Source: an optimization exercise on an open RTL-to-GDS flow (aim: small area, a short achievable clock period and few clock cycles per item). Production flows keep margins and buffers that such runs may drop.
In this exercise RTL edits were held to simulation tests only and were not proved equivalent to the original.
The clock port is modelled as an ideal driver; clocking choices that lean on that would not hold on a real chip.

`flow/constraint.sdc`:
```
create_clock -name core_clock -period 12.0 [get_ports {CLOCK_50_I}]
set_input_delay 2.4000 -clock core_clock [delete_from_list [all_inputs] [get_ports {CLOCK_50_I}]]
set_output_delay 2.4000 -clock core_clock [all_outputs]
set_load 0.01 [all_outputs]
```
`flow/run.sh`:
```
#!/bin/bash
# synth_recipe.tcl (not shown) runs the flow's synth.tcl, then flattens the netlist and writes it again
# the make line also repeats each setting of config.mk as NAME=value (left out here)
make -C /OpenROAD-flow-scripts/flow DESIGN_CONFIG=/design/flow/config.mk WORK_HOME=/design/flow/orfs CLKGATE_MAP_FILE= SYNTH_SCRIPT=/design/flow/synth_recipe.tcl finish
```
`flow/config.mk`:
```
export PLATFORM = sky130hd
export DESIGN_NAME = idct_top
export DESIGN_NICKNAME = idct_top
export VERILOG_FILES = /design/flow/design.v
export SDC_FILE = /design/flow/constraint.sdc
export NUM_CORES = 4
export LEC_CHECK = 0
export CAP_MARGIN = 20
export CORE_MARGIN = 2
export CORE_UTILIZATION = 40
export SLEW_MARGIN = 20
```
`flow/design.v`:
```
`timescale 1ns/1ps
`default_nettype none
package idct_pkg;
	typedef logic [17:0] sram_addr_t;
	typedef logic signed [15:0] coef_t;
	typedef logic signed [31:0] acc_t;
	typedef logic [7:0] pixel_t;
	typedef logic [4:0] buf_addr_t;
	typedef logic signed [11:0] cos_t;
	typedef struct packed {
		pixel_t even;
		pixel_t odd;
	} pixel_pair_t;
	typedef struct packed {
		coef_t even;
		coef_t odd;
	} coef_pair_t;
	typedef struct packed {
		buf_addr_t addr;
		coef_pair_t data;
		logic we;
	} ram_port_t;
	typedef enum logic [2:0] {idle, fetch, pass_t, pass_s, write, done} phase_t;
	function automatic cos_t idct_coeff(input logic [2:0] k, input logic [2:0] n);
		case ({k, n})
			6'd0: idct_coeff = 12'sd1448;
			6'd1: idct_coeff = 12'sd1448;
			6'd2: idct_coeff = 12'sd1448;
			6'd3: idct_coeff = 12'sd1448;
			6'd4: idct_coeff = 12'sd1448;
			6'd5: idct_coeff = 12'sd1448;
			6'd6: idct_coeff = 12'sd1448;
			6'd7: idct_coeff = 12'sd1448;
			6'd8: idct_coeff = 12'sd2009;
			6'd9: idct_coeff = 12'sd1703;
			6'd10: idct_coeff = 12'sd1138;
			6'd11: idct_coeff = 12'sd400;
			6'd12: idct_coeff = -12'sd400;
			6'd13: idct_coeff = -12'sd1138;
			6'd14: idct_coeff = -12'sd1703;
			6'd15: idct_coeff = -12'sd2009;
			6'd16: idct_coeff = 12'sd1892;
			6'd17: idct_coeff = 12'sd784;
			6'd18: idct_coeff = -12'sd784;
			6'd19: idct_coeff = -12'sd1892;
			6'd20: idct_coeff = -12'sd1892;
			6'd21: idct_coeff = -12'sd784;
			6'd22: idct_coeff = 12'sd784;
			6'd23: idct_coeff = 12'sd1892;
			6'd24: idct_coeff = 12'sd1703;
			6'd25: idct_coeff = -12'sd400;
			6'd26: idct_coeff = -12'sd2009;
			6'd27: idct_coeff = -12'sd1138;
			6'd28: idct_coeff = 12'sd1138;
			6'd29: idct_coeff = 12'sd2009;
			6'd30: idct_coeff = 12'sd400;
			6'd31: idct_coeff = -12'sd1703;
			6'd32: idct_coeff = 12'sd1448;
			6'd33: idct_coeff = -12'sd1448;
			6'd34: idct_coeff = -12'sd1448;
			6'd35: idct_coeff = 12'sd1448;
			6'd36: idct_coeff = 12'sd1448;
			6'd37: idct_coeff = -12'sd1448;
			6'd38: idct_coeff = -12'sd1448;
			6'd39: idct_coeff = 12'sd1448;
			6'd40: idct_coeff = 12'sd1138;
			6'd41: idct_coeff = -12'sd2009;
			6'd42: idct_coeff = 12'sd400;
			6'd43: idct_coeff = 12'sd1703;
			6'd44: idct_coeff = -12'sd1703;
			6'd45: idct_coeff = -12'sd400;
			6'd46: idct_coeff = 12'sd2009;
			6'd47: idct_coeff = -12'sd1138;
			6'd48: idct_coeff = 12'sd784;
			6'd49: idct_coeff = -12'sd1892;
			6'd50: idct_coeff = 12'sd1892;
			6'd51: idct_coeff = -12'sd784;
			6'd52: idct_coeff = -12'sd784;
			6'd53: idct_coeff = 12'sd1892;
			6'd54: idct_coeff = -12'sd1892;
			6'd55: idct_coeff = 12'sd784;
			6'd56: idct_coeff = 12'sd400;
			6'd57: idct_coeff = -12'sd1138;
			6'd58: idct_coeff = 12'sd1703;
			6'd59: idct_coeff = -12'sd2009;
			6'd60: idct_coeff = 12'sd2009;
			6'd61: idct_coeff = -12'sd1703;
			6'd62: idct_coeff = 12'sd1138;
			6'd63: idct_coeff = -12'sd400;
			default: idct_coeff = 12'sd0;
		endcase
	endfunction
endpackage
`default_nettype wire
`timescale 1ns/1ps
`default_nettype none
module idct_top (
	input logic CLOCK_50_I,
	input logic Resetn,
	input logic start,
	input logic [15:0] sram_read_data,
	output logic [15:0] sram_write_data,
	output idct_pkg::sram_addr_t sram_address,
	output logic write_en_n,
	output logic finish
);
	logic run;
	logic [2:0] blk;
	logic [1:0] ph;
	logic [2:0] rr;
	logic [3:0] kk;
	logic [5:0] cc;
	localparam logic [1:0] PH_R = 2'd0, PH_G = 2'd1, PH_C = 2'd2, PH_T = 2'd3;
	logic f0_v, f0_col;
	logic [2:0] f0_r, f0_k;
	logic port_free;
	always_comb begin
		f0_v = 1'b0;
		f0_col = 1'b0;
		f0_r = rr;
		f0_k = kk[2:0];
		if (run) begin
			if (ph == PH_R) begin
				f0_v = !kk[3];
			end else if (ph == PH_C) begin
				f0_v = 1'b1;
				f0_col = 1'b1;
				f0_r = cc[5:3];
				f0_k = cc[2:0];
			end
		end
	end
	assign port_free = (ph != PH_R) || kk[3];
	logic fv [1:7];
	logic fcol [1:7];
	logic [2:0] fr [1:7];
	logic [2:0] fk [1:7];
	logic [2:0] fb [1:7];
	always_ff @(posedge CLOCK_50_I or negedge Resetn) begin
		if (!Resetn) begin
			for (int i = 1; i <= 7; i++) fv[i] <= 1'b0;
		end else begin
			fv[1] <= f0_v;
			for (int i = 2; i <= 7; i++) fv[i] <= fv[i-1];
		end
	end
	always_ff @(posedge CLOCK_50_I) begin
		{fcol[1], fr[1], fk[1], fb[1]} <= {f0_col, f0_r, f0_k, blk};
		for (int i = 2; i <= 7; i++) begin
			{fcol[i], fr[i], fk[i], fb[i]} <= {fcol[i-1], fr[i-1], fk[i-1], fb[i-1]};
		end
	end
	logic [7:0][127:0] tarr;
	logic signed [15:0] v;
	logic [127:0] t_new;
	logic t_wr;
	always_ff @(posedge CLOCK_50_I) begin
		if (fcol[3]) begin
			v <= tarr[7][fr[3]*16 +: 16];
		end else begin
			v <= sram_read_data;
		end
		tarr <= {tarr[6:0], (t_wr ? t_new : tarr[7])};
	end
	logic signed [27:0] x1, x3, x5, x7;
	logic signed [27:0] m1448, m2009, m1892, m1703, m1138, m784, m400;
	always_ff @(posedge CLOCK_50_I) begin
		x1 <= 28'(v);
		x3 <= (28'(v) <<< 1) + 28'(v);
		x5 <= (28'(v) <<< 2) + 28'(v);
		x7 <= (28'(v) <<< 3) - 28'(v);
	end
	assign m1448 = (x1 <<< 10) + (x3 <<< 7) + (x5 <<< 3);
	assign m2009 = (x1 <<< 11) - (x5 <<< 3) + x1;
	assign m1892 = (x1 <<< 11) - (x1 <<< 7) - (x7 <<< 2);
	assign m1703 = (x3 <<< 9) + (x5 <<< 5) + x7;
	assign m1138 = (x1 <<< 10) + (x1 <<< 7) - (x7 <<< 1);
	assign m784 = (x3 <<< 8) + (x1 <<< 4);
	assign m400 = (x3 <<< 7) + (x1 <<< 4);
	logic signed [27:0] p [0:3];
	logic [3:0] sa;
	logic signed [27:0] q [0:3];
	logic [3:0] qa;
	always_comb begin
		case (fk[5])
			3'd0: begin q[0] = m1448; q[1] = m1448; q[2] = m1448; q[3] = m1448; qa = 4'b0000; end
			3'd1: begin q[0] = m2009; q[1] = m1703; q[2] = m1138; q[3] = m400;  qa = 4'b0000; end
			3'd2: begin q[0] = m1892; q[1] = m784;  q[2] = m784;  q[3] = m1892; qa = 4'b1100; end
			3'd3: begin q[0] = m1703; q[1] = m400;  q[2] = m2009; q[3] = m1138; qa = 4'b1110; end
			3'd4: begin q[0] = m1448; q[1] = m1448; q[2] = m1448; q[3] = m1448; qa = 4'b0110; end
			3'd5: begin q[0] = m1138; q[1] = m2009; q[2] = m400;  q[3] = m1703; qa = 4'b0010; end
			3'd6: begin q[0] = m784;  q[1] = m1892; q[2] = m1892; q[3] = m784;  qa = 4'b1010; end
			default: begin q[0] = m400; q[1] = m1138; q[2] = m1703; q[3] = m2009; qa = 4'b1010; end
		endcase
	end
	always_ff @(posedge CLOCK_50_I) begin
		for (int n = 0; n < 4; n++) p[n] <= q[n];
		sa <= qa;
	end
	logic signed [29:0] acc_a [0:3];
	logic signed [29:0] acc_b [0:3];
	logic signed [29:0] nxt_a [0:3];
	logic signed [29:0] nxt_b [0:3];
	logic first;
	assign first = (fk[6] == 3'd0);
	logic [3:0] sb;
	logic signed [29:0] pe [0:3];
	logic signed [29:0] base_a [0:3];
	logic signed [29:0] base_b [0:3];
	logic [30:0] sum_a [0:3];
	logic [30:0] sum_b [0:3];
	always_comb begin
		for (int n = 0; n < 4; n++) begin
			sb[n] = sa[n] ^ fk[6][0];
			pe[n] = 30'(p[n]);
			base_a[n] = first ? 30'sd0 : acc_a[n];
			base_b[n] = first ? 30'sd0 : acc_b[n];
			sum_a[n] = {base_a[n], 1'b1} + {pe[n] ^ {30{sa[n]}}, sa[n]};
			sum_b[n] = {base_b[n], 1'b1} + {pe[n] ^ {30{sb[n]}}, sb[n]};
			nxt_a[n] = sum_a[n][30:1];
			nxt_b[n] = sum_b[n][30:1];
		end
	end
	always_ff @(posedge CLOCK_50_I) begin
		for (int n = 0; n < 4; n++) begin
			acc_a[n] <= nxt_a[n];
			acc_b[n] <= nxt_b[n];
		end
	end
	assign t_wr = fv[6] && !fcol[6] && (fk[6] == 3'd7);
	assign t_new = {nxt_b[0][23:8], nxt_b[1][23:8], nxt_b[2][23:8], nxt_b[3][23:8],
		nxt_a[3][23:8], nxt_a[2][23:8], nxt_a[1][23:8], nxt_a[0][23:8]};
	function automatic logic [7:0] clip(input logic signed [29:0] s);
		if (s[29]) clip = 8'd0;
		else if (|s[28:24]) clip = 8'd255;
		else clip = s[23:16];
	endfunction
	logic [7:0][7:0] pb_hi, pb_lo;
	logic [7:0][7:0] pix;
	logic pix_ld;
	always_comb begin
		for (int n = 0; n < 4; n++) begin
			pix[n] = clip(acc_a[n]);
			pix[7 - n] = clip(acc_b[n]);
		end
	end
	assign pix_ld = fv[7] && fcol[7] && (fk[7] == 3'd7);
	always_ff @(posedge CLOCK_50_I) begin
		if (pix_ld) begin
			if (!fr[7][0]) pb_hi <= pix;
			else pb_lo <= pix;
		end
	end
	logic wpend;
	logic [2:0] widx;
	logic [2:0] wblk;
	logic [1:0] wpair;
	logic wr_go;
	logic last_wr;
	assign wr_go = run && wpend && port_free;
	assign last_wr = (wblk == 3'd7) && (wpair == 2'd3) && (widx == 3'd7);
	always_ff @(posedge CLOCK_50_I or negedge Resetn) begin
		if (!Resetn) begin
			run <= 1'b0;
			blk <= '0;
			ph <= PH_R;
			rr <= '0;
			kk <= '0;
			cc <= '0;
			wpend <= 1'b0;
			widx <= '0;
			write_en_n <= 1'b1;
			finish <= 1'b0;
		end else begin
			finish <= 1'b0;
			write_en_n <= 1'b1;
			if (!run) begin
				if (start) begin
					run <= 1'b1;
					blk <= '0;
					ph <= PH_R;
					rr <= '0;
					kk <= '0;
					cc <= '0;
					wpend <= 1'b0;
				end
			end else begin
				case (ph)
					PH_R: begin
						kk <= kk[3] ? 4'd0 : kk + 4'd1;
						if (kk[3]) begin
							rr <= rr + 3'd1;
							if (rr == 3'd7) ph <= PH_G;
						end
					end
					PH_G: begin
						kk <= kk[0] ? 4'd0 : kk + 4'd1;
						if (kk[0]) ph <= PH_C;
					end
					PH_C: begin
						cc <= cc + 6'd1;
						if (cc == 6'd63) begin
							if (blk == 3'd7) begin
								ph <= PH_T;
							end else begin
								ph <= PH_R;
								blk <= blk + 3'd1;
							end
						end
					end
					default: ;
				endcase
				if (wr_go) begin
					write_en_n <= 1'b0;
					widx <= widx + 3'd1;
					if (widx == 3'd7) wpend <= 1'b0;
					if (last_wr) begin
						finish <= 1'b1;
						run <= 1'b0;
					end
				end
				if (pix_ld && fr[7][0]) begin
					wpend <= 1'b1;
					widx <= '0;
				end
			end
		end
	end
	always_ff @(posedge CLOCK_50_I) begin
		if (pix_ld && fr[7][0]) begin
			wblk <= fb[7];
			wpair <= fr[7][2:1];
		end
		if (wr_go) begin
			sram_address <= 18'(1024) + 18'({wblk[2], widx, wblk[1:0], wpair});
			sram_write_data <= {pb_hi[widx], pb_lo[widx]};
		end else begin
			sram_address <= 18'({blk[2], rr, blk[1:0], kk[2:0]});
		end
	end
endmodule
`default_nettype wire
```
==> run summary, run 1 <==
The cell type with the highest aggregate area in the netlist is dfxtp_1. The top-level port count is 55. Counting flops and latches in the post-synthesis netlist gives 1722. Setup repair after global routing left no endpoint under its margin.

The peak clock frequency supported by timing is 190 MHz. The final layout contains 7586 nets. The largest fanout of any net on the critical path is 7.

The worst setup path is of the register to register kind. Hold repair after CTS inserted 0 buffers. The total overflow left after global routing is 0. Synthesis handed over a netlist of 6981 instances. Once the clock tree was built, the setup fixing pass inserted 0 buffers. The final count of hold timing violations is 0. The initial utilization of the core area, before any placement, comes to 40.2%. Data arrives at the worst endpoint at 5.91 ns. The global routing usage summed across all routing layers is 22.9%. Once detailed placement completed, the half-perimeter wirelength came to between 150000 and 200000 µm. The final setup TNS is 0 ns.

TritonCTS built the clock tree. The worst hold path begins at tarr[384]. The number of antenna cells inserted came out at 0.

The total placed cells including tap cells came out at 9218. In the final layout, the multi-input gates occupy between 30000 and 40000 µm². The filler-free cell count of the finished design is between 9000 and 10000.

The number of antenna violations at the first check in global routing came out at 11. The share of the synthesized area in the top cell type is 42.5%. The number of optimization iterations in the first detailed-route pass is 6. The worst setup path is launched from a register.

The count of fill cells added during filler insertion came out at roughly 17000. Counting distinct cell types in the post-synthesis netlist gives ~100. The worst hold path belongs to the class register to register. The summed instance area of the synthesized netlist came out at around 73000 µm².

In this run the critical register-to-register path is launched from x1[5]. The total via count in the routed design is 51584. The cell depth of the worst min-delay path came out at 0. The sequential-to-total area share from yosys stat came out at about half. The number of max-slew violations in the final report was 0.

The wire length of the first global-routing pass is between 300000 and 400000 µm. The setup clock skew after layout is 0.0719 ns. The routed design could run at a clock period as short as 5.25 ns.

Headroom to the max-slew limit came out at 19.8%. The final core utilization came out at 45.1%. In this run, post-CTS repair resized a total of 0 instances. The post-synthesis to final-layout area growth is 12.3%. The number of DRC violations after detailed routing came out at 0. Clock tree synthesis selected as its root buffer the cell clkbuf_16. The clock net sink count is 1722. The clock tree buffer depth is 3.

The die covers 185000 µm². The mean routed wirelength per cell came out at 22.6 µm. The pin count of the biggest net entering global routing is around 180. The count of port buffers added during placement is 46.

The reg-to-reg critical path endpoint is p[1][22]. The area taken by flip-flops and latches is around 36000 µm². The width of the die is roughly 430 µm. The number of buffers inserted during clock tree synthesis came out at ~170. After synthesis, the cell types taking the most area are dfxtp_1 (43%), ha_1 (8.1%), edfxtp_1 (6.2%). Across all register-to-register paths, the minimum setup slack is 6.75 ns.

The H-tree depth reported by CTS is 4. STA classifies the critical path endpoint as a register. The final clock period utilization by the worst path is 43.8%. Of the cells placed in the final design, the portion with a size suffix greater than 1 is 7.90%. In this run, synthesis inferred 149 flip-flops with an integrated enable. The proportion of register bits with asynchronous set or reset after synthesis came out at 1.86%. The site row count came out at 156. Counting cells, the worst reg-to-reg path comes to 12.

The global placement routability congestion came out at 0.975. The total core area came out at 181000 µm². The Yosys step of the flow raised 17 warnings. After detailed routing, the total wire length is 215000 µm. The number of global-route vias before repair came to between 40000 and 50000.

The number of vias per cell is about 5.4. Across the run, the number of max-cap violations was 0. The clock-pin slew reported for the worst setup and hold paths after clock tree synthesis came out at 0.06 ns. For the pin with the worst max-slew slack, the measured transition is 1.17 ns. The worst hold path terminates at tarr[512]. The antenna violation net count after detailed routing came out at 0.

The final number of setup-violating endpoints is 0. The detailed router's first-iteration violation count came out at roughly 4400. The height of the die came out at 430 µm. The worst-skew pair later-pin latency is around 0.83 ns. The run finished with no timing, DRC or antenna violations. In the synthesized netlist the dominant register cell turns out to be dfxtp_1. The top cell types in the final layout, fill and taps aside, are dfxtp_1 (1531), nand2_1 (589), nor2_1 (510), ha_1 (468), a21oi_1 (439). The synthesized area per cell came out at about 10 µm².

For the worst setup path, the data required time is 12.66 ns. The library cell used most frequently in the layout, excluding fill and tap cells, is dfxtp_1.
[cells in the mapped netlist, types with 64 or more instances]
| library cell | number |
|---|---|
| inv_1 | 232 |
| xor2_1 | 324 |
| nand2_1 | 589 |
| fa_1 | 78 |
| ha_1 | 468 |
| a21o_1 | 165 |
| dfxtp_1 | 1541 |
| nor2_1 | 512 |
| edfxtp_1 | 149 |
| nor3_1 | 116 |
| a21oi_1 | 439 |
| nand3_1 | 116 |
| xnor2_1 | 251 |
| mux4_2 | 64 |
| o21ai_0 | 256 |
| mux2_2 | 69 |
| a211oi_1 | 65 |
| clkbuf_1 | 185 |
| and2_1 | 266 |
[critical path: stages, from the launching register on]
cell       delay (ns)
dfxtp_1          0.74
inv_1            0.37
fa_1             0.55
ha_1             0.38
and3_1           0.25
nor2b_1          0.13
o31ai_1          0.48
nand3_1          0.39
a31oi_1          0.67
mux2i_1          0.19
a2111o_1         0.47
a2111oi_0        0.45
a21oi_1          0.07
[flip-flops by register name (all words and copies together), names as in the netlist, 10 cells and up]
register / count
tarr: 1024
acc_a: 120
acc_b: 120
p: 112
pb_hi: 64
pb_lo: 64
fb: 21
fk: 21
fr: 21
x7: 20
x5: 17
sram_write_data: 16
v: 16
x3: 15
x1: 14
sram_address: 10
[cell families after synthesis]
group / synth area share [%]
AO/OA/AOI/OAI: 14.1
XOR/XNOR: 7.00
adder cells (fa/ha/maj): 10.2
buffers and inverters: 2.57
flip-flops: 49.8
multiplexers: 3.74
other: 0.00517
AND/OR/NAND/NOR: 12.6
[layer usage]
metal / part of all wire, % / up-vias / global-route usage (%) / wire, µm
met2: 44 / 1696 / 35.4 / 94600
met3: 6.1 / 334 / 3.79 / 13000
met1: 46 / 24986 / 32.0 / 99600
li1: - / 24560 / - / -
met4: 3.8 / 8 / 8.75 / 8140
met5: 0.024 / - / 0 / 51
[how the worst max path moves through the flow]
stage / slack [ns] / startpoint / endpoint
detailed placement: 6.71 / fk[6][0] / acc_b[2][28]
CTS: 6.72 / fk[6][0] / acc_b[3][24]
global route: 6.47 / fk[6][0] / acc_b[2][28]
global placement: 6.74 / fk[6][0] / acc_b[3][24]
finish: 6.75 / x1[5] / p[1][22]
floorplan: 5.59 / fv[7] / widx[0]
[through the flow]
stage,cell area [µm²],hold WS [ns],worst slack [ns]
after floorplan,72600,0.310,5.59
after global placement,75500,0.310,6.74
after detailed placement,75500,0.312,6.71
after CTS,81500,0.277,6.72
after global routing,81500,0.274,6.47
final,81500,0.272,6.75
[cell type report]
class                           instances  area share [%]
Inverter                              236            1.09
Clock buffer                          230            5.89
Sequential cell                      1722            44.4
Timing Repair Buffer                  107            1.14
Clock inverter                         83            1.38
Tap cell                             2370            3.64
Multi-Input combinational cell       4783            42.5
Testbench counts, summed over its fixed seeds: cycles 35,872, images 32.
==> run 2, diff against run 1 <==
--- a/flow/design.v
+++ b/flow/design.v
@@ -165,3 +165,3 @@
 	logic signed [27:0] x1, x3, x5, x7;
-	logic signed [27:0] m1448, m2009, m1892, m1703, m1138, m784, m400;
+	logic signed [27:0] m [0:6];
 	always_ff @(posedge CLOCK_50_I) begin
@@ -171,24 +171,25 @@
 		x7 <= (28'(v) <<< 3) - 28'(v);
+		m[0] <= (x1 <<< 10) + (x3 <<< 7) + (x5 <<< 3);
+		m[1] <= (x1 <<< 11) - (x5 <<< 3) + x1;
+		m[2] <= (x1 <<< 11) - (x1 <<< 7) - (x7 <<< 2);
+		m[3] <= (x3 <<< 9) + (x5 <<< 5) + x7;
+		m[4] <= (x1 <<< 10) + (x1 <<< 7) - (x7 <<< 1);
+		m[5] <= (x3 <<< 8) + (x1 <<< 4);
+		m[6] <= (x3 <<< 7) + (x1 <<< 4);
 	end
-	assign m1448 = (x1 <<< 10) + (x3 <<< 7) + (x5 <<< 3);
-	assign m2009 = (x1 <<< 11) - (x5 <<< 3) + x1;
-	assign m1892 = (x1 <<< 11) - (x1 <<< 7) - (x7 <<< 2);
-	assign m1703 = (x3 <<< 9) + (x5 <<< 5) + x7;
-	assign m1138 = (x1 <<< 10) + (x1 <<< 7) - (x7 <<< 1);
-	assign m784 = (x3 <<< 8) + (x1 <<< 4);
-	assign m400 = (x3 <<< 7) + (x1 <<< 4);
-	logic signed [27:0] p [0:3];
-	logic [3:0] sa;
-	logic signed [27:0] q [0:3];
+	logic [2:0] qs [0:3];
 	logic [3:0] qa;
+	logic [2:0] sel [0:3];
+	logic [3:0] sa, sb;
+	logic first;
 	always_comb begin
 		case (fk[5])
-			3'd0: begin q[0] = m1448; q[1] = m1448; q[2] = m1448; q[3] = m1448; qa = 4'b0000; end
-			3'd1: begin q[0] = m2009; q[1] = m1703; q[2] = m1138; q[3] = m400;  qa = 4'b0000; end
-			3'd2: begin q[0] = m1892; q[1] = m784;  q[2] = m784;  q[3] = m1892; qa = 4'b1100; end
-			3'd3: begin q[0] = m1703; q[1] = m400;  q[2] = m2009; q[3] = m1138; qa = 4'b1110; end
-			3'd4: begin q[0] = m1448; q[1] = m1448; q[2] = m1448; q[3] = m1448; qa = 4'b0110; end
-			3'd5: begin q[0] = m1138; q[1] = m2009; q[2] = m400;  q[3] = m1703; qa = 4'b0010; end
-			3'd6: begin q[0] = m784;  q[1] = m1892; q[2] = m1892; q[3] = m784;  qa = 4'b1010; end
-			default: begin q[0] = m400; q[1] = m1138; q[2] = m1703; q[3] = m2009; qa = 4'b1010; end
+			3'd0: begin qs[0] = 3'd0; qs[1] = 3'd0; qs[2] = 3'd0; qs[3] = 3'd0; qa = 4'b0000; end
+			3'd1: begin qs[0] = 3'd1; qs[1] = 3'd3; qs[2] = 3'd4; qs[3] = 3'd6; qa = 4'b0000; end
+			3'd2: begin qs[0] = 3'd2; qs[1] = 3'd5; qs[2] = 3'd5; qs[3] = 3'd2; qa = 4'b1100; end
+			3'd3: begin qs[0] = 3'd3; qs[1] = 3'd6; qs[2] = 3'd1; qs[3] = 3'd4; qa = 4'b1110; end
+			3'd4: begin qs[0] = 3'd0; qs[1] = 3'd0; qs[2] = 3'd0; qs[3] = 3'd0; qa = 4'b0110; end
+			3'd5: begin qs[0] = 3'd4; qs[1] = 3'd1; qs[2] = 3'd6; qs[3] = 3'd3; qa = 4'b0010; end
+			3'd6: begin qs[0] = 3'd5; qs[1] = 3'd2; qs[2] = 3'd2; qs[3] = 3'd5; qa = 4'b1010; end
+			default: begin qs[0] = 3'd6; qs[1] = 3'd4; qs[2] = 3'd3; qs[3] = 3'd1; qa = 4'b1010; end
 		endcase
@@ -196,4 +197,6 @@
 	always_ff @(posedge CLOCK_50_I) begin
-		for (int n = 0; n < 4; n++) p[n] <= q[n];
+		for (int n = 0; n < 4; n++) sel[n] <= qs[n];
 		sa <= qa;
+		sb <= qa ^ {4{fk[5][0]}};
+		first <= (fk[5] == 3'd0);
 	end
@@ -203,8 +206,5 @@
 	logic signed [29:0] nxt_b [0:3];
-	logic first;
-	assign first = (fk[6] == 3'd0);
-	logic [3:0] sb;
-	logic signed [29:0] pe [0:3];
-	logic signed [29:0] base_a [0:3];
-	logic signed [29:0] base_b [0:3];
+	logic signed [27:0] p [0:3];
+	logic [29:0] pa [0:3];
+	logic [29:0] pb [0:3];
 	logic [30:0] sum_a [0:3];
@@ -213,8 +213,7 @@
 		for (int n = 0; n < 4; n++) begin
-			sb[n] = sa[n] ^ fk[6][0];
-			pe[n] = 30'(p[n]);
-			base_a[n] = first ? 30'sd0 : acc_a[n];
-			base_b[n] = first ? 30'sd0 : acc_b[n];
-			sum_a[n] = {base_a[n], 1'b1} + {pe[n] ^ {30{sa[n]}}, sa[n]};
-			sum_b[n] = {base_b[n], 1'b1} + {pe[n] ^ {30{sb[n]}}, sb[n]};
+			p[n] = m[sel[n]];
+			pa[n] = 30'(p[n]) ^ {30{sa[n]}};
+			pb[n] = 30'(p[n]) ^ {30{sb[n]}};
+			sum_a[n] = {first ? 30'd0 : acc_a[n], 1'b1} + {pa[n], sa[n]};
+			sum_b[n] = {first ? 30'd0 : acc_b[n], 1'b1} + {pb[n], sb[n]};
 			nxt_a[n] = sum_a[n][30:1];
==> run summary, run 2 <==
The number of max-cap violations was 0 (unchanged). The complex-gate fraction of the synthesized area came out at 12.4% (was 14.1%). The longest individual stage delay on the worst path is 0.97 ns (was 0.74 ns).

The area share of fa/ha/maj cells after synthesis came out at 10.1% (was 10.2%). The peak clock frequency supported by timing came out at 149 MHz (was 190 MHz). The proportion of register bits with asynchronous set or reset after synthesis is 1.79% (was 1.86%). The post-CTS setup buffer count came out at 0 (unchanged). The number of optimization iterations in the first detailed-route pass is 6 (unchanged). The clock tree buffer depth is 3 (unchanged). The total via count in the routed design is 49728 (was 51584). The worst-skew pair later-pin latency is 0.87 ns (was 0.83 ns). The total placed cells including tap cells was 9028 (was 9218). The number of different library cells in the post-synthesis netlist is 89 (was 104).

The leading register cell type out of synthesis is dfxtp_1 (unchanged). The number of DRC violations after detailed routing came out at 0 (unchanged). The TritonCTS clock tree is done (unchanged). Status: complete, no violations (unchanged). Largest registers: tarr x1024, m x165 (was tarr x1024, acc_a x120, acc_b x120). The H-tree depth reported by CTS came out at 4 (unchanged). The number of antenna violations at the first check in global routing came out at 26 (was 11). The global placement routability congestion is 0.951 (was 0.975). The pin count of the biggest net entering global routing came out at 163 (was 177). The post-synthesis instance total is 6683 (was 6981). The sequential-to-total area share from yosys stat came to 50.7% (was 49.8%). The area used by multi-input combinational logic is 34500 µm² (was 34600 µm²). The count of flip-flops with a built-in enable after synthesis came out at 149 (unchanged). The ratio of cells with drive above 1 in the final layout was 10.5% (was 7.90%). The summed instance area of the synthesized netlist was 73700 µm² (was 72600 µm²). The kind of start point of the critical path is a register (unchanged). The mean routed wirelength per cell came out at 23.3 µm (was 22.6 µm). The number of global-route vias before repair is 47860 (was 49899).

The critical path class is register to register (unchanged). The largest family of logic cells by synthesized area is compound AO/OA/AOI/OAI gates (unchanged).

The final period demand of the worst path came out at 6.72 ns (was 5.25 ns). Cells taking the most area after synthesis: dfxtp_1 (44%), ha_1 (7.9%), edfxtp_1 (6.1%) (was dfxtp_1 (43%), ha_1 (8.1%), edfxtp_1 (6.2%)). The die area is 188000 µm² (was 185000 µm²). Setup repair after global routing missed its margin: false (unchanged). The number of nets in the layout is 7308 (was 7586). The category of cells accounting for the largest share of critical-path delay is compound AO/OA/AOI/OAI gates (unchanged). The slowest cell on the critical path is a2111oi_0 (was dfxtp_1). The aggregate routed wire length is 218000 µm (was 215000 µm). The number of vias per cell is 5.31 (was 5.41). The share of the synthesized area in the top cell type is 43.5% (was 42.5%). The number of buffer and inverter instances along the worst setup path is 2 (was 1). The register with the highest flop count is tarr (unchanged).

The leading cell type in the layout, fill and taps excluded is dfxtp_1 (unchanged). The multiplexer fraction of the synthesized cell area is 7.61% (was 3.74%). The global routing usage summed across all routing layers is 23.0% (was 22.9%). The detailed router's first-iteration violation count is 3998 (was 4431). The post-synthesis to final-layout area growth came out at 12.8% (was 12.3%). The cell type with the highest aggregate area in the netlist is dfxtp_1 (unchanged). The wire length of the first global-routing pass is 318000 µm (was 319000 µm). The capturing element type of the critical path is a register (unchanged). The clock net sink count is 1783 (was 1722).

The antenna violation net count after detailed routing came out at 0 (unchanged). Highest-count cells in the layout ignoring fill and taps: dfxtp_1 (1588), ha_1 (468), nor2_1 (465), a21oi_1 (413), xnor2_1 (334) (was dfxtp_1 (1531), nand2_1 (589), nor2_1 (510), ha_1 (468), a21oi_1 (439)). The final number of setup-violating endpoints came out at 0 (unchanged).

The number of max-slew violations in the final report came out at 0 (unchanged). The effective utilization at floorplan is 40.2% (about the same). The register bit count reported by yosys was 1783 (was 1722). The largest fanout of any net on the critical path is 78 (was 7). The number of warning messages in the yosys log is 18 (was 17).

The xor and xnor area share after synthesis came out at 6.97% (was 7.00%). The site row count came to 157 (was 156). The count of cells resized by post-cts repair is 0 (unchanged). The class of the tightest hold or removal check is register to register (unchanged). The setup clock skew after layout is 0.0649 ns (was 0.0719 ns). The top-level port count came out at 55 (unchanged). The count of fill cells added during filler insertion is 17059 (was 16739). The final count of hold timing violations is 0 (unchanged).

The clock-pin slew reported for the worst setup and hold paths after clock tree synthesis is 0.06 ns (about the same). The total core area is 183000 µm² (was 181000 µm²). The count of port buffers added during placement is 46 (unchanged). The final clock period utilization by the worst path is 56.0% (was 43.8%). The count of hold-fix buffers inserted at cts is 0 (unchanged). The basic-gate share of the synthesized area counting and, or, nand and nor cells is 9.63% (was 12.6%). The worst slew slack as a fraction of its limit is 20.7% (was 19.8%).

The width of the die is 433 µm (was 430 µm). CP cell instances: buf_4 > buf_4 > nand2_1 > and3_1 > o22ai_1 > o22ai_1 > a21oi_1 > xor2_1 > ha_1 > o21a_1 > o21ai_0 > nor3_1 > a2111oi_0 > o21ai_1 > a211oi_1 > o21ai_0 > a21oi_1 > xnor2_1 (was inv_1 > fa_1 > ha_1 > and3_1 > nor2b_1 > o31ai_1 > nand3_1 > a31oi_1 > mux2i_1 > a2111o_1 > a2111oi_0 > a21oi_1). The height of the die is 433 µm (was 430 µm).

The root buffer cell is clkbuf_16 (unchanged). The remaining global-route overflow came out at 0 (unchanged).

The final setup TNS was 0 ns (unchanged). The library cell with the highest instance count after synthesis was dfxtp_1 (unchanged). The actual slew at the worst max-slew pin is 1.18 ns (was 1.17 ns).

The half-perimeter wire length after detailed placement came out at 166000 µm (was 165000 µm). The synthesized area per cell is 11.0 µm² (was 10.4 µm²). The worst path required time is 12.76 ns (was 12.66 ns). Ranking of synthesized cells by instance count: dfxtp_1 (1602), ha_1 (468), nor2_1 (465) (was dfxtp_1 (1541), nand2_1 (589), nor2_1 (512)). The number of flip-flops under the largest register name came out at 1024 (unchanged). The number of buffers inserted during clock tree synthesis is 177 (was 171).

The filler-free cell count of the finished design came to 9365 (was 9531). The arrival time reported for the critical path endpoint came out at 7.48 ns (was 5.91 ns). The area taken by flip-flops and latches is 37400 µm² (was 36100 µm²).
## run 2: changes by cell type after synthesis, sizes merged, moves of 30 or more
cell / previous run / this run
o211ai: 60 / 25
and2: 266 / 18
nor2b: 50 / 300
nand3: 116 / 86
mux4: 64 / 108
dfxtp: 1541 / 1602
xor2: 325 / 252
mux2: 69 / 183
nand2: 589 / 309
xnor2: 252 / 334
nor2: 512 / 466
mux2i: 49 / 111
## run 2: kinds of logic after synthesis
kind of cell | Yosys count
xor+xnor | 586
flops | 1783
compound gates | 1408
fa+ha+maj | 546
simple gates | 1466
mux | 402
buf+inv | 491
other cells | 1
## run 2: final timing paths
path / slack (ns) / start / end / depth (start not counted)
min: 0.29 / tarr[883] / tarr[1011] / 0
min reg2reg: 0.29 / tarr[883] / tarr[1011] / 0
max: 5.28 / sel[3][1] / acc_a[1][26] / 18
max reg2reg: 5.28 / sel[3][1] / acc_a[1][26] / 18
max in group asynchronous: 9.82 / Resetn / widx[0] / 1
min in group asynchronous: 1.65 / Resetn / kk[0] / 1
## run 2: final cells by class
type / instances / share of cell area, %
inverter: 259 / 1.17
clock inverter: 93 / 1.36
timing repair buffer: 106 / 1.14
sequential: 1783 / 45.0
multi-input combinational: 4416 / 41.5
tap: 2464 / 3.71
antenna: 7 / 0.0211
clock buffer: 237 / 6.12
## run 2: layer usage
layer	GRT usage, %	vias up	wire [µm]
met2	35.0	1571	94300
met3	3.57	336	13000
li1	-	23621	-
met1	32.5	24198	101000
met5	0	-	11
met4	9.81	2	9410
## run 2: metrics by stage
| stage | hold slack (ns) | setup WS (ns) | cell area (µm²) | utilization, % |
|---|---|---|---|---|
| CTS | 0.286 | 5.55 | 83100 | 45.4 |
| floorplan | 0.310 | 5.59 | 73700 | - |
| detailed placement | 0.312 | 5.57 | 76900 | 42.0 |
| finish | 0.289 | 5.28 | 83100 | 45.4 |
| global route | 0.299 | 4.96 | 83100 | 45.4 |
| global placement | 0.310 | 5.23 | 76800 | 42.0 |
Testbench counts of run 2, summed over its fixed seeds: cycles 35,872, images 32.
==> run 3, diff against run 2 <==
==> flow/flow/run.sh (new file) <==
#!/bin/bash
# Standard ORFS layout, plus one extra setup repair right after CTS (post_cts.tcl)
# that works toward a shorter period than the 12 ns constraint, which the
# standard repair never does since every path already meets 12 ns.
# The SDC, the clock period and every other step are the standard flow's own.
set -euo pipefail
export POST_CTS_TCL="$PWD/flow/post_cts.tcl"
bash standard.sh > standard_flow.log 2>&1
==> flow/flow/post_cts.tcl (new file) <==
# Extra setup repair after CTS: aim for 7.6 ns of slack at the 12 ns
# constraint, i.e. a 4.4 ns period, by resizing and buffering.
puts "post_cts: extra repair_timing, setup margin 7.6 ns"
estimate_parasitics -placement
report_worst_slack
repair_timing -setup -setup_margin 7.6 -verbose
detailed_placement
check_placement -verbose
estimate_parasitics -placement
report_worst_slack
report_design_area
==> flow/standard.sh (new file) <==
#!/bin/bash
# synth_recipe.tcl (not shown) runs the flow's synth.tcl, then flattens the netlist and writes it again
# the make line also repeats each setting of config.mk as NAME=value (left out here)
make -C /OpenROAD-flow-scripts/flow DESIGN_CONFIG=/design/flow/config.mk WORK_HOME=/design/flow/orfs CLKGATE_MAP_FILE= SYNTH_SCRIPT=/design/flow/synth_recipe.tcl "${@:-finish}"
removed: flow/run.sh
==> run summary, run 3 <==
Status: complete, no violations (unchanged). The reg2reg setup slack came out at 7.43 ns (was 5.28 ns). The worst slew slack as a fraction of its limit is 17.5% (was 20.7%). The final period demand of the worst path was 4.57 ns (was 6.72 ns).

The TritonCTS clock tree was done (unchanged). The uppermost layer routed is met5 (unchanged). The width of the die is 433 µm (unchanged). The leading register cell type out of synthesis is dfxtp_1 (unchanged). The effective utilization at floorplan is 40.2% (unchanged). The detailed router's first-iteration violation count is 4150 (was 3998). The number of DRC violations after detailed routing was 0 (unchanged). The wire length of the first global-routing pass was 327000 µm (was 318000 µm). The worst path required time is 12.70 ns (was 12.76 ns). The slowest cell on the critical path is o21ai_0 (was a2111oi_0).

The class of the tightest hold or removal check is register to register (unchanged). The final number of setup-violating endpoints is 0 (unchanged). The number of optimization iterations in the first detailed-route pass came out at 7 (was 6). The number of different library cells in the post-synthesis netlist was 89 (unchanged).

The final setup TNS is 0 ns (unchanged). The cell type with the highest aggregate area in the netlist is dfxtp_1 (unchanged). The peak clock frequency supported by timing is 219 MHz (was 149 MHz).

The die area came out at 188000 µm² (unchanged). The library cell with the highest instance count after synthesis is dfxtp_1 (unchanged). The top-level port count is 55 (unchanged). The post-synthesis to final-layout area growth is 15.1% (was 12.8%). The number of max-cap violations came to 0 (unchanged). The aggregate routed wire length came to 225000 µm (was 218000 µm).

The actual slew at the worst max-slew pin came out at 1.23 ns (was 1.18 ns). The global routing usage summed across all routing layers came out at 23.7% (was 23.0%). The summed instance area of the synthesized netlist is 73700 µm² (unchanged). Setup repair after global routing missed its margin: false (unchanged). Ranking of synthesized cells by instance count: dfxtp_1 (1602), ha_1 (468), nor2_1 (465) (unchanged).

The largest fanout of any net on the critical path is 19 (was 78). The wire length on met2 is 95900 µm (was 94300 µm). The number of max-slew violations in the final report was 0 (unchanged). The total placed instance area came to 76900 µm² (unchanged). The final instance area is 84800 µm² (was 83100 µm²). The number of vias per cell is 5.35 (was 5.31).

The wire length on met3 is 16600 µm (was 13000 µm). The site row count was 157 (unchanged). The sequential-to-total area share from yosys stat is 50.7% (unchanged). The pin count of the biggest net entering global routing came out at 108 (was 163). The count of port buffers added during placement is 46 (unchanged). The final count of hold timing violations came out at 0 (unchanged). Counting stages on the worst path, the most repeated cell is a211oi_1. The register with the highest flop count is tarr (unchanged). CP cell instances: buf_12 > buf_16 > mux2i_1 > mux4_2 > o21ai_1 > ha_1 > nand2_1 > o21ai_0 > nor2_1 > a211oi_1 > o41a_1 > o31a_1 > a211oi_1 > o21bai_1 > a21oi_1 > xnor2_1 (was buf_4 > buf_4 > nand2_1 > and3_1 > o22ai_1 > o22ai_1 > a21oi_1 > xor2_1 > ha_1 > o21a_1 > o21ai_0 > nor3_1 > a2111oi_0 > o21ai_1 > a211oi_1 > o21ai_0 > a21oi_1 > xnor2_1). The category of cells accounting for the largest share of critical-path delay is compound AO/OA/AOI/OAI gates (unchanged). The pre-CTS worst setup slack came out at 5.57 ns (unchanged). The total core area is 183000 µm² (unchanged). The setup clock skew after layout is 0.0560 ns (was 0.0649 ns).

The number of nets in the layout is 7384 (was 7308). The global placement routability congestion is 0.951 (unchanged). The clock-pin slew reported for the worst setup and hold paths after clock tree synthesis came out at 0.06 ns (about the same).

The worst-skew pair later-pin latency came out at 0.86 ns (was 0.87 ns). The mean routed wirelength per cell is 23.8 µm (was 23.3 µm). The number of warning messages in the yosys log came out at 18 (unchanged).

The height of the die was 433 µm (unchanged). The proportion of register bits with asynchronous set or reset after synthesis came out at 1.79% (unchanged). The leading cell type in the layout, fill and taps excluded is dfxtp_1 (unchanged). The kind of start point of the critical path is a register (unchanged). The synthesized area per cell came out at 11.0 µm² (unchanged). The final core utilization was 46.3% (was 45.4%). The arrival time reported for the critical path endpoint came out at 5.27 ns (was 7.48 ns). The register bit count reported by yosys came out at 1783 (unchanged). The half-perimeter wire length after detailed placement was 166000 µm (unchanged).

The antenna violation net count after detailed routing is 0 (unchanged). The clock net sink count came out at 1783 (unchanged). The longest individual stage delay on the worst path is 0.63 ns (was 0.97 ns). Highest-count cells in the layout ignoring fill and taps: dfxtp_1 (1586), ha_1 (467), nor2_1 (456), a21oi_1 (403), xnor2_1 (329) (was dfxtp_1 (1588), ha_1 (468), nor2_1 (465), a21oi_1 (413), xnor2_1 (334)). The share of the synthesized area in the top cell type is 43.5% (unchanged).

The number of antenna violations at the first check in global routing came out at 27 (was 26). The post-synthesis instance total came out at 6683 (unchanged). The count of flip-flops with a built-in enable after synthesis came to 149 (unchanged). The number of global-route vias before repair is 48944 (was 47860). The final clock period utilization by the worst path is 38.1% (was 56.0%). The final worst-path setup slack is 7.43 ns (was 5.28 ns). The capturing element type of the critical path is a register (unchanged). The number of buffer and inverter instances along the worst setup path is 2 (unchanged). The critical path class is register to register (unchanged). The ratio of cells with drive above 1 in the final layout came out at 12.8% (was 10.5%). Cells taking the most area after synthesis: dfxtp_1 (44%), ha_1 (7.9%), edfxtp_1 (6.1%) (unchanged). The total via count in the routed design is 50529 (was 49728). Largest registers: tarr x1024, m x165 (unchanged). The number of flip-flops under the largest register name is 1024 (unchanged).

The remaining global-route overflow came out at 0 (unchanged). The routed length on met1 is 101000 µm (about the same).
-- run 3: metal layers --
metal,up-vias,GRT usage (%)
met5,-,0
met4,8,11.0
met3,428,4.79
met2,1805,35.6
met1,24503,32.9
li1,23785,-
-- run 3: per-stage QoR --
step / instances / hold WS (ns)
2_1_floorplan: 6690 / 0.310
3_3_place_gp: 9026 / 0.310
3_5_place_dp: 9028 / 0.312
5_1_grt: 9436 / 0.299
6_report: 9443 / 0.289
-- run 3: logic make-up after synthesis --
kind of cell             after synthesis  synth area share, %
buffers and inverters                491                 2.57
multiplexers                         402                 7.61
other                                  1              0.00509
AND/OR/NAND/NOR                     1466                 9.63
AO/OA/AOI/OAI                       1408                 12.4
adder cells (fa/ha/maj)              546                 10.1
XOR/XNOR                             586                 6.97
flip-flops                          1783                 50.7
-- run 3: worst paths after layout --
kind / from / to / depth (start not counted)
worst min-delay path: tarr[55] / tarr[183] / 0
worst max-delay path: sel[3][0] / acc_a[0][27] / 16
max in group asynchronous: Resetn / widx[0] / 1
min in group asynchronous: Resetn / kk[0] / 1
worst max register to register: sel[3][0] / acc_a[0][27] / 16
worst min register to register: tarr[55] / tarr[183] / 0
-- run 3: final cells by class --
| type | instances | area, µm² |
|---|---|---|
| sequential | 1783 | 37400 |
| clock buffer | 237 | 5080 |
| inverter | 259 | 987 |
| clock inverter | 93 | 1130 |
| tap | 2464 | 3080 |
| timing repair buffer | 182 | 2100 |
| fill | 16934 | 98300 |
| antenna | 9 | 22.5 |
| multi-input combinational | 4416 | 35000 |
==> run 4, diff against run 3 <==
--- a/flow/design.v
+++ b/flow/design.v
@@ -179,5 +179,5 @@
 	end
-	logic [2:0] qs [0:3];
+	logic [6:0] qs [0:3];
 	logic [3:0] qa;
-	logic [2:0] sel [0:3];
+	logic [6:0] sel [0:3];
 	logic [3:0] sa, sb;
@@ -186,10 +186,10 @@
 		case (fk[5])
-			3'd0: begin qs[0] = 3'd0; qs[1] = 3'd0; qs[2] = 3'd0; qs[3] = 3'd0; qa = 4'b0000; end
-			3'd1: begin qs[0] = 3'd1; qs[1] = 3'd3; qs[2] = 3'd4; qs[3] = 3'd6; qa = 4'b0000; end
-			3'd2: begin qs[0] = 3'd2; qs[1] = 3'd5; qs[2] = 3'd5; qs[3] = 3'd2; qa = 4'b1100; end
-			3'd3: begin qs[0] = 3'd3; qs[1] = 3'd6; qs[2] = 3'd1; qs[3] = 3'd4; qa = 4'b1110; end
-			3'd4: begin qs[0] = 3'd0; qs[1] = 3'd0; qs[2] = 3'd0; qs[3] = 3'd0; qa = 4'b0110; end
-			3'd5: begin qs[0] = 3'd4; qs[1] = 3'd1; qs[2] = 3'd6; qs[3] = 3'd3; qa = 4'b0010; end
-			3'd6: begin qs[0] = 3'd5; qs[1] = 3'd2; qs[2] = 3'd2; qs[3] = 3'd5; qa = 4'b1010; end
-			default: begin qs[0] = 3'd6; qs[1] = 3'd4; qs[2] = 3'd3; qs[3] = 3'd1; qa = 4'b1010; end
+			3'd0: begin qs[0] = 7'd1;  qs[1] = 7'd1;  qs[2] = 7'd1;  qs[3] = 7'd1;  qa = 4'b0000; end
+			3'd1: begin qs[0] = 7'd2;  qs[1] = 7'd8;  qs[2] = 7'd16; qs[3] = 7'd64; qa = 4'b0000; end
+			3'd2: begin qs[0] = 7'd4;  qs[1] = 7'd32; qs[2] = 7'd32; qs[3] = 7'd4;  qa = 4'b1100; end
+			3'd3: begin qs[0] = 7'd8;  qs[1] = 7'd64; qs[2] = 7'd2;  qs[3] = 7'd16; qa = 4'b1110; end
+			3'd4: begin qs[0] = 7'd1;  qs[1] = 7'd1;  qs[2] = 7'd1;  qs[3] = 7'd1;  qa = 4'b0110; end
+			3'd5: begin qs[0] = 7'd16; qs[1] = 7'd2;  qs[2] = 7'd64; qs[3] = 7'd8;  qa = 4'b0010; end
+			3'd6: begin qs[0] = 7'd32; qs[1] = 7'd4;  qs[2] = 7'd4;  qs[3] = 7'd32; qa = 4'b1010; end
+			default: begin qs[0] = 7'd64; qs[1] = 7'd16; qs[2] = 7'd8; qs[3] = 7'd2; qa = 4'b1010; end
 		endcase
@@ -213,3 +213,4 @@
 		for (int n = 0; n < 4; n++) begin
-			p[n] = m[sel[n]];
+			p[n] = '0;
+			for (int i = 0; i < 7; i++) p[n] = p[n] | (m[i] & {28{sel[n][i]}});
 			pa[n] = 30'(p[n]) ^ {30{sa[n]}};
==> flow/flow/run.sh (replaced) <==
#!/bin/bash
# Standard ORFS layout, plus extra setup repair right after CTS (post_cts.tcl)
# and after global routing (post_grt.tcl), both working toward a shorter
# period than the 12 ns constraint, which the standard repair never does
# since every path already meets 12 ns. The SDC, the clock period and every
# other step are the standard flow's own.
set -euo pipefail
export POST_CTS_TCL="$PWD/flow/post_cts.tcl"
export POST_GLOBAL_ROUTE_TCL="$PWD/flow/post_grt.tcl"
bash standard.sh > standard_flow.log 2>&1
==> flow/flow/post_cts.tcl (replaced) <==
# Extra setup repair after CTS: aim for 7.8 ns of slack at the 12 ns
# constraint, i.e. a 4.2 ns period, by resizing and buffering.
puts "post_cts: extra repair_timing, setup margin 7.8 ns"
estimate_parasitics -placement
report_worst_slack
repair_timing -setup -setup_margin 7.8 -verbose
detailed_placement
check_placement -verbose
estimate_parasitics -placement
report_worst_slack
report_design_area
==> flow/flow/post_grt.tcl (new file) <==
# Extra setup repair after global routing, with global-route parasitics,
# toward the same short period as post_cts.tcl; hold is repaired too.
puts "post_grt: extra repair_timing"
estimate_parasitics -global_routing
report_worst_slack
global_route -start_incremental
repair_timing -setup_margin 7.8 -verbose
detailed_placement
global_route -end_incremental
estimate_parasitics -global_routing
report_worst_slack
report_worst_slack -min
report_design_area
--- a/flow/config.mk
+++ b/flow/config.mk
@@ -9,3 +9,6 @@
 export CORE_MARGIN = 2
-export CORE_UTILIZATION = 40
+export CORE_UTILIZATION = 55
+export CTS_CLUSTER_DIAMETER = 100
+export CTS_CLUSTER_SIZE = 20
+export PLACE_DENSITY = 0.65
 export SLEW_MARGIN = 20
==> run summary, run 4 <==
The hold-critical path endpoint is tarr[455] (was tarr[183]). The TritonCTS clock tree is done (unchanged). The number of optimization iterations in the first detailed-route pass came out at 12 (was 7). The largest fanout of any net on the critical path came to 51 (was 19).

The reg2reg setup slack came out at 7.81 ns (was 7.43 ns). The final worst-path setup slack is 7.81 ns (was 7.43 ns). The clock-pin slew reported for the worst setup and hold paths after clock tree synthesis came out at 0.09 ns (was 0.06 ns). The effective utilization at floorplan came out at 55.4% (was 40.2%). The number of nets in the layout is 7206 (was 7384). The number of max-slew violations in the final report came out at 0 (unchanged). Ranking of synthesized cells by instance count: dfxtp_1 (1606), nand2_1 (517), ha_1 (468) (was dfxtp_1 (1602), ha_1 (468), nor2_1 (465)).

The register with the highest flop count is tarr (unchanged). The final core utilization came out at 60.2% (was 46.3%). The top-level port count was 55 (unchanged). The setup clock skew after layout is 0.0420 ns (was 0.0560 ns). The count of port buffers added during placement is 46 (unchanged). The number of antenna violations at the first check in global routing came to 2 (was 27). The worst path required time is 12.68 ns (was 12.70 ns). The final number of setup-violating endpoints is 0 (unchanged). The site row count is 132 (was 157).

The worst-skew pair later-pin latency came out at 0.75 ns (was 0.86 ns). The detailed router's first-iteration violation count came to 4556 (was 4150). The number of vias per cell came to 5.71 (was 5.35). The global routing usage summed across all routing layers is 28.0% (was 23.7%).

The kind of start point of the critical path is a register (unchanged). The total placed instance area is 73800 µm² (was 76900 µm²). The count of cells along the worst register-to-register path came out at 14 (was 16). The pin count of the biggest net entering global routing is 69 (was 108). The ratio of cells with drive above 1 in the final layout is 7.62% (was 12.8%). The wire length of the first global-routing pass is 281000 µm (was 327000 µm). The critical path class was register to register (unchanged). The post-synthesis instance total came out at 6621 (was 6683).

The aggregate routed wire length came to 189000 µm (was 225000 µm). The global placement routability congestion came out at 0.965 (was 0.951). The peak clock frequency supported by timing came out at 239 MHz (was 219 MHz). The reg-to-reg critical path endpoint was acc_b[0][28] (was acc_a[0][27]).

The total via count in the routed design came out at 48104 (was 50529). The hold path startpoint is tarr[327] (was tarr[55]). The clock net sink count came to 1787 (was 1783).

The capturing element type of the critical path is a register (unchanged). The cell depth of the worst min-delay path was 0 (unchanged). The synthesized area per cell is 10.8 µm² (was 11.0 µm²). The number of different library cells in the post-synthesis netlist came out at 99 (was 89). The final instance area is 78000 µm² (was 84800 µm²).

The arrival time reported for the critical path endpoint is 4.87 ns (was 5.27 ns). The total core area was 129000 µm² (was 183000 µm²). The proportion of register bits with asynchronous set or reset after synthesis came out at 1.79% (about the same). The number of DRC violations after detailed routing was 0 (unchanged). The height of the die came out at 365 µm (was 433 µm). The count of flip-flops with a built-in enable after synthesis is 149 (unchanged). The sequential-to-total area share from yosys stat is 52.1% (was 50.7%). The smallest hold slack came out at 0.299 ns (was 0.289 ns). The library cell with the highest instance count after synthesis is dfxtp_1 (unchanged). The number of flip-flops under the largest register name is 1024 (unchanged). The cell type with the highest aggregate area in the netlist is dfxtp_1 (unchanged). The final clock period utilization by the worst path is 34.9% (was 38.1%). The summed instance area of the synthesized netlist came to 71800 µm² (was 73700 µm²). The leading cell type in the layout, fill and taps excluded is dfxtp_1 (unchanged). The pre-CTS worst setup slack came out at 7.15 ns (was 5.57 ns).

The worst slew slack as a fraction of its limit is 22.6% (was 17.5%). The register bit count reported by yosys is 1787 (was 1783). The leading register cell type out of synthesis is dfxtp_1 (unchanged). The class of the tightest hold or removal check is register to register (unchanged).

Largest registers: tarr x1024, m x166 (was tarr x1024, m x165). The startpoint of the worst register-to-register path is sel[3][0] (unchanged). The remaining global-route overflow came to 0 (unchanged). The total placed cells including tap cells is 8216 (was 9028). The width of the die came out at 365 µm (was 433 µm).

The antenna violation net count after detailed routing came out at 0 (unchanged). The die area is 133000 µm² (was 188000 µm²). The half-perimeter wire length after detailed placement came out at 142000 µm (was 166000 µm). The number of warning messages in the yosys log was 18 (unchanged). The mean routed wirelength per cell was 22.4 µm (was 23.8 µm). The share of the synthesized area in the top cell type is 44.8% (was 43.5%).

The post-synthesis to final-layout area growth is 8.58% (was 15.1%). The number of max-cap violations came to 0 (unchanged). The final count of hold timing violations came out at 0 (unchanged). Status: complete, no violations (unchanged). Cells taking the most area after synthesis: dfxtp_1 (45%), ha_1 (8.2%), edfxtp_1 (6.2%) (was dfxtp_1 (44%), ha_1 (7.9%), edfxtp_1 (6.1%)). The filler-free cell count of the finished design came out at 8421 (was 9443). The number of global-route vias before repair is 45120 (was 48944).

The final setup TNS came to 0 ns (unchanged). The final period demand of the worst path is 4.19 ns (was 4.57 ns). Highest-count cells in the layout ignoring fill and taps: dfxtp_1 (1586), nand2_1 (517), ha_1 (462), nor2_1 (404), a21oi_1 (336) (was dfxtp_1 (1586), ha_1 (467), nor2_1 (456), a21oi_1 (403), xnor2_1 (329)). The actual slew at the worst max-slew pin came out at 1.15 ns (was 1.23 ns).
[run 4: cell types whose count changed after synthesis, moves of 29 or more]
cell and change:
mux4_2 -44, xnor2_1 -68, a22oi_1 +156, nor2_1 -59, a21oi_1 -64, xor2_1 +57, a222oi_1 +54, a221o_1 -29
nand2_1 +208, mux2_2 -113, nand3_1 +89, a221oi_1 -31, mux2i_1 -83, o21ai_0 -97
[run 4: logic make-up after synthesis]
group	Yosys count	share of synthesized area (%)
adder cells (fa/ha/maj)	546	10.3
AO/OA/AOI/OAI	1327	12.7
XOR/XNOR	575	7.01
other	1	0.00522
multiplexers	161	3.48
flip-flops	1787	52.1
AND/OR/NAND/NOR	1757	11.8
buffers and inverters	467	2.52
[run 4: layer usage]
layer | up-vias | part of all wire, % | global-route usage [%]
met4 | 2 | 5.0 | 12.0
met5 | - | 0.0048 | 0
met2 | 1471 | 44 | 43.8
met3 | 326 | 4.8 | 2.74
met1 | 23161 | 46 | 39.6
li1 | 23144 | - | -
[run 4: worst max path at each step]
stage,start,end,slack [ns],cells after the start
global placement,first,tarr[15],7.19,12
floorplan,fv[7],widx[0],5.59,4
detailed placement,first,tarr[15],7.15,12
finish,sel[3][0],acc_b[0][28],7.81,14
[run 4: critical path, stage by stage, from the launching register on]
cell,delay [ns]
dfxtp_1,0.33
buf_12,0.19
a222oi_1,0.41
nand3_1,0.24
xor2_1,0.30
ha_1,0.34
a21o_1,0.18
a21oi_1,0.14
o21ai_0,0.16
nor4b_4,0.39
o21ai_1,0.20
a41o_1,0.37
a211oi_4,0.30
or4b_1,0.46
o211ai_1,0.10
[run 4: layout make-up]
type | instances | area, µm²
clock buffer | 127 | 2700
antenna | 1 | 2.50
sequential | 1787 | 37500
timing repair buffer | 140 | 1360
tap | 1742 | 2180
fill | 10792 | 51500
clock inverter | 13 | 196
multi-input combinational | 4374 | 33100
inverter | 237 | 901
Testbench counts of run 4, summed over its fixed seeds: cycles 35,872, images 32.
==> run 5, diff against run 4 <==
--- a/flow/design.v
+++ b/flow/design.v
@@ -136,4 +136,4 @@
 	logic [2:0] fr [1:7];
-	logic [2:0] fk [1:7];
-	logic [2:0] fb [1:7];
+	logic [2:0] fk [1:5];
+	logic flast [6:7];
 	always_ff @(posedge CLOCK_50_I or negedge Resetn) begin
@@ -147,6 +147,9 @@
 	always_ff @(posedge CLOCK_50_I) begin
-		{fcol[1], fr[1], fk[1], fb[1]} <= {f0_col, f0_r, f0_k, blk};
+		{fcol[1], fr[1], fk[1]} <= {f0_col, f0_r, f0_k};
 		for (int i = 2; i <= 7; i++) begin
-			{fcol[i], fr[i], fk[i], fb[i]} <= {fcol[i-1], fr[i-1], fk[i-1], fb[i-1]};
+			{fcol[i], fr[i]} <= {fcol[i-1], fr[i-1]};
 		end
+		for (int i = 2; i <= 5; i++) fk[i] <= fk[i-1];
+		flast[6] <= (fk[5] == 3'd7);
+		flast[7] <= flast[6];
 	end
@@ -229,3 +232,3 @@
 	end
-	assign t_wr = fv[6] && !fcol[6] && (fk[6] == 3'd7);
+	assign t_wr = fv[6] && !fcol[6] && flast[6];
 	assign t_new = {nxt_b[0][23:8], nxt_b[1][23:8], nxt_b[2][23:8], nxt_b[3][23:8],
@@ -246,3 +249,3 @@
 	end
-	assign pix_ld = fv[7] && fcol[7] && (fk[7] == 3'd7);
+	assign pix_ld = fv[7] && fcol[7] && flast[7];
 	always_ff @(posedge CLOCK_50_I) begin
@@ -330,3 +333,3 @@
 		if (pix_ld && fr[7][0]) begin
-			wblk <= fb[7];
+			wblk <= (ph == PH_R) ? blk - 3'd1 : blk;
 			wpair <= fr[7][2:1];
--- a/flow/config.mk
+++ b/flow/config.mk
@@ -11,3 +11,3 @@
 export CTS_CLUSTER_DIAMETER = 100
-export CTS_CLUSTER_SIZE = 20
+export CTS_CLUSTER_SIZE = 24
 export PLACE_DENSITY = 0.65
==> run summary, run 5 <==
The final number of setup-violating endpoints came out at 0 (unchanged). The share of the synthesized area in the top cell type came to 45.0% (was 44.8%). The number of global-route vias before repair is 43334 (was 45120). The class of the tightest hold or removal check is register to register (unchanged). Largest registers: tarr x1024, m x165 (was tarr x1024, m x166). The sequential-to-total area share from yosys stat came to 52.5% (was 52.1%).

The detailed router's first-iteration violation count came to 4534 (was 4556). The final setup TNS came out at 0 ns (unchanged). The synthesized area per cell is 11.2 µm² (was 10.8 µm²). The half-perimeter wire length after detailed placement came out at 136000 µm (was 142000 µm). The summed instance area of the synthesized netlist came out at 70400 µm² (was 71800 µm²). The leading register cell type out of synthesis was dfxtp_1 (unchanged). The count of flip-flops with a built-in enable after synthesis came to 149 (unchanged). The arrival time reported for the critical path endpoint is 4.94 ns (was 4.87 ns). The capturing element type of the critical path was a register (unchanged).

The number of optimization iterations in the first detailed-route pass is 10 (was 12). The worst-skew pair later-pin latency is 0.75 ns (about the same). The antenna violation net count after detailed routing is 0 (unchanged).

Status: complete, no violations (unchanged). The global routing usage summed across all routing layers came out at 27.4% (was 28.0%). The die area is 131000 µm² (was 133000 µm²).

The TritonCTS clock tree is done (unchanged). The kind of start point of the critical path is a register (unchanged). The number of warning messages in the yosys log is 18 (unchanged). Ranking of synthesized cells by instance count: dfxtp_1 (1581), ha_1 (469), nor2_1 (399) (was dfxtp_1 (1606), nand2_1 (517), ha_1 (468)). The effective utilization at floorplan came out at 55.3% (was 55.4%). The library cell with the highest instance count after synthesis is dfxtp_1 (unchanged). The number of max-cap violations was 0 (unchanged). The aggregate routed wire length came out at 186000 µm (was 189000 µm).

The number of different library cells in the post-synthesis netlist came out at 88 (was 99). The number of DRC violations after detailed routing came out at 0 (unchanged). The number of max-slew violations in the final report came out at 0 (unchanged). The count of port buffers added during placement came to 46 (unchanged).

The width of the die is 362 µm (was 365 µm). The number of antenna violations at the first check in global routing is 2 (unchanged).

The global placement routability congestion came to 0.948 (was 0.965). The worst path required time came out at 12.62 ns (was 12.68 ns). The clock net sink count came out at 1762 (was 1787). The largest fanout of any net on the critical path came out at 8 (was 51).

The ratio of cells with drive above 1 in the final layout came out at 10.3% (was 7.62%). The actual slew at the worst max-slew pin is 1.13 ns (was 1.15 ns). The pin count of the biggest net entering global routing is 153 (was 69). The worst slew slack as a fraction of its limit came out at 22.7% (was 22.6%). The register with the highest flop count is tarr (unchanged). The peak clock frequency supported by timing is 232 MHz (was 239 MHz). The clock-pin slew reported for the worst setup and hold paths after clock tree synthesis is 0.10 ns (was 0.09 ns).

The proportion of register bits with asynchronous set or reset after synthesis is 1.82% (was 1.79%). The number of vias per cell came out at 5.72 (was 5.71). The mean routed wirelength per cell came out at 23.0 µm (was 22.4 µm).

Cells taking the most area after synthesis: dfxtp_1 (45%), ha_1 (8.3%), edfxtp_1 (6.4%) (was dfxtp_1 (45%), ha_1 (8.2%), edfxtp_1 (6.2%)). The final clock period utilization by the worst path was 36.0% (was 34.9%). The top-level port count came to 55 (unchanged). The total core area is 127000 µm² (was 129000 µm²). The total via count in the routed design is 46117 (was 48104). The post-synthesis to final-layout area growth is 9.47% (was 8.58%). The remaining global-route overflow came out at 0 (unchanged).

The post-synthesis instance total is 6304 (was 6621). The site row count came out at 131 (was 132). The cell type with the highest aggregate area in the netlist is dfxtp_1 (unchanged).

The number of nets in the layout is 6923 (was 7206). The final count of hold timing violations came out at 0 (unchanged).

The height of the die is 362 µm (was 365 µm). The setup clock skew after layout came out at 0.0480 ns (was 0.0420 ns). Highest-count cells in the layout ignoring fill and taps: dfxtp_1 (1553), ha_1 (460), nor2_1 (396), a21oi_1 (300), nor2b_1 (300) (was dfxtp_1 (1586), nand2_1 (517), ha_1 (462), nor2_1 (404), a21oi_1 (336)).

The wire length of the first global-routing pass is 271000 µm (was 281000 µm). The leading cell type in the layout, fill and taps excluded is dfxtp_1 (unchanged). The final period demand of the worst path came to 4.32 ns (was 4.19 ns).

The critical path class is register to register (unchanged). The register bit count reported by yosys came to 1762 (was 1787). The number of flip-flops under the largest register name came out at 1024 (unchanged).
run 5: logic make-up after synthesis:
logic type,count (synthesis),synth area share (%)
AO/OA/AOI/OAI,1278,12.4
XOR/XNOR,593,7.38
adder cells (fa/ha/maj),547,10.6
buffers and inverters,465,2.53
flip-flops,1762,52.5
multiplexers,234,4.72
other,1,0.00533
AND/OR/NAND/NOR,1424,9.93
run 5: worst max-delay path: stages (launching register included):
cell      delay (ns)
dfxtp_4         0.43
buf_8           0.17
a222oi_1        0.40
nand4_1         0.18
buf_6           0.18
xor2_1          0.14
ha_1            0.33
o21ai_1         0.07
nand2b_1        0.13
nand3_2         0.14
o211a_4         0.28
o41ai_4         0.33
buf_4           0.19
a31oi_4         0.10
a211o_4         0.44
o21a_4          0.25
xnor2_2         0.13
mux2_4          0.27
run 5: per-layer routing:
layer  global-route usage (%)  routed length [µm]
met4                     9.75                7270
met3                     3.38                9180
met2                     44.2               84300
met5                        0                   0
met1                     38.1               84900
run 5: worst paths after layout:
path,slack (ns),end,depth (start not counted),start
min,0.31,tarr[524],0,tarr[396]
max reg2reg,7.68,tarr[92],17,sel[3][5]
min in group asynchronous,2.07,blk[2],2,Resetn
max in group asynchronous,9.58,write_en_n,2,Resetn
max,7.68,tarr[92],17,sel[3][5]
min reg2reg,0.31,tarr[524],0,tarr[396]
run 5: cell type report:
| cell class | count | area (µm²) |
|---|---|---|
| Fill cell | 10404 | 50200 |
| Sequential cell | 1762 | 37000 |
| Multi-Input combinational cell | 4084 | 32700 |
| Clock buffer | 109 | 2310 |
| Tap cell | 1662 | 2080 |
| Timing Repair Buffer | 175 | 1760 |
| Inverter | 248 | 946 |
| Clock inverter | 14 | 218 |
| Antenna cell | 3 | 7.51 |
run 5: through the flow:
stage / hold slack (ns) / std cells / setup slack (ns) / cell area (µm²) / utilization, %
after floorplan: 0.310 / 6311 / 7.69 / 70400 / -
after global placement: 0.310 / 7830 / 6.88 / 72400 / 56.9
after detailed placement: 0.312 / 7830 / 6.90 / 72400 / 56.9
final: 0.309 / 8057 / 7.68 / 77000 / 60.6
Testbench counts of run 5, summed over its fixed seeds: cycles 35,872, images 32.

==> static timing again, ports no longer ideal <==
The flow's constraints put no driver on any port. The routed layouts listed below were extracted and timed again, unchanged, in two steps. Step 1: set_driving_cell puts a clkbuf_16 on CLOCK_50_I and a buf_2 on each other input, an assumption about the parent block. Step 2, shift: input delay + t, output delay - t, t = (earliest + latest rising clock arrival at the registers) / 2. This alone moves slack from input paths to output paths. Three values: ideal ports, drivers, drivers and shift; two values: the first two.
run	t (ns)	slack for setup (ns)	worst hold slack (ns)	latest minus earliest clock arrival (ns)	worst register clock-pin slew, ns
run 1	0.883	6.748 / 6.748 / 6.748	0.272 / 0.272 / 0.272	0.082 / 0.081	0.07 / 0.07
run 2	0.912	5.279 / 5.279 / 5.279	0.289 / 0.289 / 0.289	0.072 / 0.073	0.08 / 0.08
run 3	0.907	7.429 / 7.429 / 7.429	0.289 / 0.289 / 0.289	0.064 / 0.064	0.08 / 0.08
run 4	0.801	7.808 / 7.808 / 7.808	0.299 / 0.299 / 0.299	0.042 / 0.042	0.09 / 0.09
run 5	0.806	7.683 / 7.683 / 7.683	0.309 / 0.309 / 0.309	0.056 / 0.056	0.11 / 0.11
After both steps every run listed still meets setup and hold.
